This design comes from an exercise in tuning for small area and a short achievable clock period on the open sky130 flow, not from production work. At most, simulation tests tie the RTL to the original design; equivalence was not proved. Power figures rest on the tool's default switching activity, not on a simulated workload.

run Z:
// vtp_shim
module vtp_shim
(
    input  logic                           clk,
    input  logic                           reset,
    input  logic [52:0]                    afu_rd_req,
    input  logic [115:0]                   afu_wr_req,
    output logic                           afu_rd_almost_full,
    output logic                           afu_wr_almost_full,
    output logic [84:0]                    afu_rd_rsp,
    output logic [52:0]                    fiu_rd_req,
    output logic [115:0]                   fiu_wr_req,
    input  logic                           fiu_rd_almost_full,
    input  logic                           fiu_wr_almost_full,
    input  logic [84:0]                    fiu_rd_rsp,
    input  logic                           load_en,
    input  logic [2:0]                     load_idx,
    input  logic [53:0]                    load_entry,
    output logic                           fault,
    output logic [31:0]                    fault_vaddr
);
For scale: about 2800 cells after synthesis.
export LEC_CHECK = 0
export CAP_MARGIN = 20
export CORE_MARGIN = 2
export CORE_UTILIZATION = 40
export SETUP_SLACK_MARGIN = 2.2
export SLEW_MARGIN = 20
create_clock -name core_clock -period 4.5 [get_ports {clk}]
standard.sh (not shown) runs the stock make flow with config.mk's settings and CLKGATE_MAP_FILE= SYNTH_SCRIPT=/design/flow/synth_recipe.tcl, a recipe that flattens the netlist after the stock synthesis.
==> flow/flow/run.sh <==
#!/bin/bash
# Standard ORFS layout, with plain buffers on the ports (stronger ones on inputs with a
# large fanout), footprint-free resizing and a clock tree of smaller buffers without
# dummy loads.
set -euo pipefail
HERE=$(pwd)
export DONT_BUFFER_PORTS=1
export PRE_GLOBAL_PLACE_TCL=$HERE/flow/ports.tcl
export CTS_ARGS="-sink_clustering_enable -repair_clock_nets -dont_use_dummy_load -root_buf sky130_fd_sc_hd__clkbuf_16 -buf_list sky130_fd_sc_hd__clkbuf_8 -sink_clustering_size 16 -sink_clustering_max_diameter 50"
sed 's/CLKGATE_MAP_FILE= /CLKGATE_MAP_FILE= MATCH_CELL_FOOTPRINT=0 /' standard.sh > run_standard.sh
bash run_standard.sh > flow.log 2>&1
==> flow/flow/ports.tcl <==
# Buffer every input and output port as the standard flow does, with plain buffers;
# inputs that fan out to several cells get a stronger buffer.
buffer_ports -inputs -buffer_cell sky130_fd_sc_hd__buf_1
buffer_ports -outputs -buffer_cell sky130_fd_sc_hd__buf_1
set strong [[ord::get_db] findMaster sky130_fd_sc_hd__buf_4]
set n 0
foreach inst [[ord::get_db_block] getInsts] {
  if {[[$inst getMaster] getName] ne "sky130_fd_sc_hd__buf_1"} { continue }
  if {![string match "input*" [$inst getName]]} { continue }
  set out [[$inst findITerm X] getNet]
  if {$out eq "NULL"} { continue }
  if {[llength [$out getITerms]] >= 5} {
    $inst swapMaster $strong
    incr n
  }
}
puts "ports.tcl: $n input buffers made sky130_fd_sc_hd__buf_4"
> inputs changed (run Z -> run P)
--- a/flow/design.v
+++ b/flow/design.v
@@ -52,84 +52,84 @@
             if (ld_we[i])
             begin
                 ent_big[i]   <= load_entry[52];
                 ent_vpage[i] <= load_entry[51:26];
                 ent_ppage[i] <= load_entry[25:0];
             end
         end
     end
     logic [ENTRIES-1:0] rd_pre;
     logic [ENTRIES-1:0] wr_pre;
+    logic [ENTRIES-1:0] rd_sel_d;
+    logic [ENTRIES-1:0] wr_sel_d;
     logic               rd_ld_match;
     logic               wr_ld_match;
     always_comb
     begin
         rd_ld_match = load_entry[53] && (load_entry[51:35] == afu_rd_req[31:15]) &&
                       (load_entry[52] || (load_entry[34:26] == afu_rd_req[14:6]));
         wr_ld_match = load_entry[53] && (load_entry[51:35] == afu_wr_req[31:15]) &&
                       (load_entry[52] || (load_entry[34:26] == afu_wr_req[14:6]));
         for (int i = 0; i < ENTRIES; i++)
         begin
             rd_pre[i] = afu_rd_req[51] && (ld_we[i] ? rd_ld_match :
                         (ent_valid[i] && (ent_vpage[i][PB-1:9] == afu_rd_req[31:15]) &&
                          (ent_big[i] || (ent_vpage[i][8:0] == afu_rd_req[14:6]))));
             wr_pre[i] = afu_wr_req[114] && (ld_we[i] ? wr_ld_match :
                         (ent_valid[i] && (ent_vpage[i][PB-1:9] == afu_wr_req[31:15]) &&
                          (ent_big[i] || (ent_vpage[i][8:0] == afu_wr_req[14:6]))));
         end
+        for (int i = 0; i < ENTRIES; i++)
+        begin
+            rd_sel_d[i] = rd_pre[i];
+            wr_sel_d[i] = wr_pre[i];
+            for (int k = 0; k < i; k++)
+            begin
+                if (rd_pre[k]) rd_sel_d[i] = 1'b0;
+                if (wr_pre[k]) wr_sel_d[i] = 1'b0;
+            end
+        end
     end
     logic [52:0]        rd_s1;
     logic [115:0]       wr_s1;
-    logic [ENTRIES-1:0] rd_match;
-    logic [ENTRIES-1:0] wr_match;
+    logic [ENTRIES-1:0] rd_sel;
+    logic [ENTRIES-1:0] wr_sel;
+    logic               rd_hit;
+    logic               wr_hit;
     always_ff @(posedge clk)
     begin
         rd_s1      <= afu_rd_req;
         wr_s1      <= afu_wr_req;
         rd_s1[52]  <= reset && afu_rd_req[52];
         wr_s1[115] <= reset && afu_wr_req[115];
-        rd_match   <= rd_pre;
-        wr_match   <= wr_pre;
-    end
-    logic [ENTRIES-1:0] rd_sel;
-    logic [ENTRIES-1:0] wr_sel;
-    logic [PB-1:0]      rd_pp;
-    logic [PB-1:0]      wr_pp;
-    logic               rd_small;
-    logic               wr_small;
-    logic               rd_hit;
-    logic               wr_hit;
-    always_comb
-    begin
-        for (int i = 0; i < ENTRIES; i++)
-        begin
-            rd_sel[i] = rd_match[i];
-            wr_sel[i] = wr_match[i];
-            for (int k = 0; k < i; k++)
-            begin
-                if (rd_match[k]) rd_sel[i] = 1'b0;
-                if (wr_match[k]) wr_sel[i] = 1'b0;
-            end
-        end
+        rd_sel     <= rd_sel_d;
+        wr_sel     <= wr_sel_d;
+        rd_hit     <= |rd_pre;
+        wr_hit     <= |wr_pre;
+    end
+    logic [PB-1:0] rd_pp;
+    logic [PB-1:0] wr_pp;
+    logic          rd_small;
+    logic          wr_small;
+    always_comb
+    begin
         rd_pp    = '0;
         wr_pp    = '0;
         rd_small = 1'b0;
         wr_small = 1'b0;
         for (int i = 0; i < ENTRIES; i++)
         begin
             rd_pp    = rd_pp | ({PB{rd_sel[i]}} & ent_ppage[i]);
             wr_pp    = wr_pp | ({PB{wr_sel[i]}} & ent_ppage[i]);
             rd_small = rd_small | (rd_sel[i] && !ent_big[i]);
             wr_small = wr_small | (wr_sel[i] && !ent_big[i]);
         end
-        rd_hit = |rd_match;
-        wr_hit = |wr_match;
     end
     logic rd_miss;
     logic wr_miss;
     logic rd_miss_spec;
     logic rd_miss_hard;
     logic wr_miss_hard;
     assign rd_miss = rd_s1[52] && rd_s1[51] && !rd_hit;
     assign wr_miss = wr_s1[115] && wr_s1[114] && !wr_hit;
     always_ff @(posedge clk)
     begin
==> run summary <==
Of the two values seen for beginning of the critical path, load_idx[1] was produced by run Z and ent_vpage[6][14] by run P. On register bit count reported by yosys, run P tracks run Z almost exactly. On simple-gate area share of the yosys netlist: between run P and run Z, it ends up higher for run Z. Compared run P vs run Z, and number of filler cells placed in the layout is up in run P. Changes observed in run P relative to run Z: share of power burned in combinational logic rose 0.7 points, final core utilization about even, post-route standard cell area excluding fillers fell by about 0.8%, number of antenna violations at the first check in global routing shows a reduction of 1, worst hold slack shrank by 0.0052 ns. Re sequential share of layout area: run Z was lower than run P. Routed wire length: run P vs run Z up about 6.5%. Number of clock buffers in the layout (lower): run P. Compared with run Z, run P shows share of total power in the clock network lower by 0.3 points.
Function not checked in run P: the RTL went through the layout flow alone.

## port drivers added, routing unchanged
The flow's constraints put no driver on any port. The routed layouts listed below were extracted and timed again, unchanged, in two steps. Step 1: set_driving_cell puts a clkbuf_16 on clk and a buf_2 on each other input, an assumption about the parent block. Step 2 adds t to the input delays and takes it off the output delays; t is the mean of the earliest and latest rising clock arrival at the registers after step 1. Input paths then give back, and output paths get back, about the clock's delay inside the block. Slacks: no drivers / after step 1 / after step 2; pairs: no drivers / after step 1.
| run | t (ns) | setup WS [ns] | latest minus earliest clock arrival (ns) | worst register clock-pin slew, ns | pins driven straight from the clock port |
|---|---|---|---|---|---|
| run Z | 0.681 | 2.143 / 1.924 / 1.242 | 0.107 / 0.107 | 0.10 / 0.10 | 1 |
| run P | 0.697 | 2.222 / 2.010 / 1.314 | 0.089 / 0.089 | 0.10 / 0.10 | 1 |
After both steps every run listed still meets setup and hold. The setup slack of run P, which loses most, moves by -0.212 ns with the drivers and by -0.908 ns with both steps.
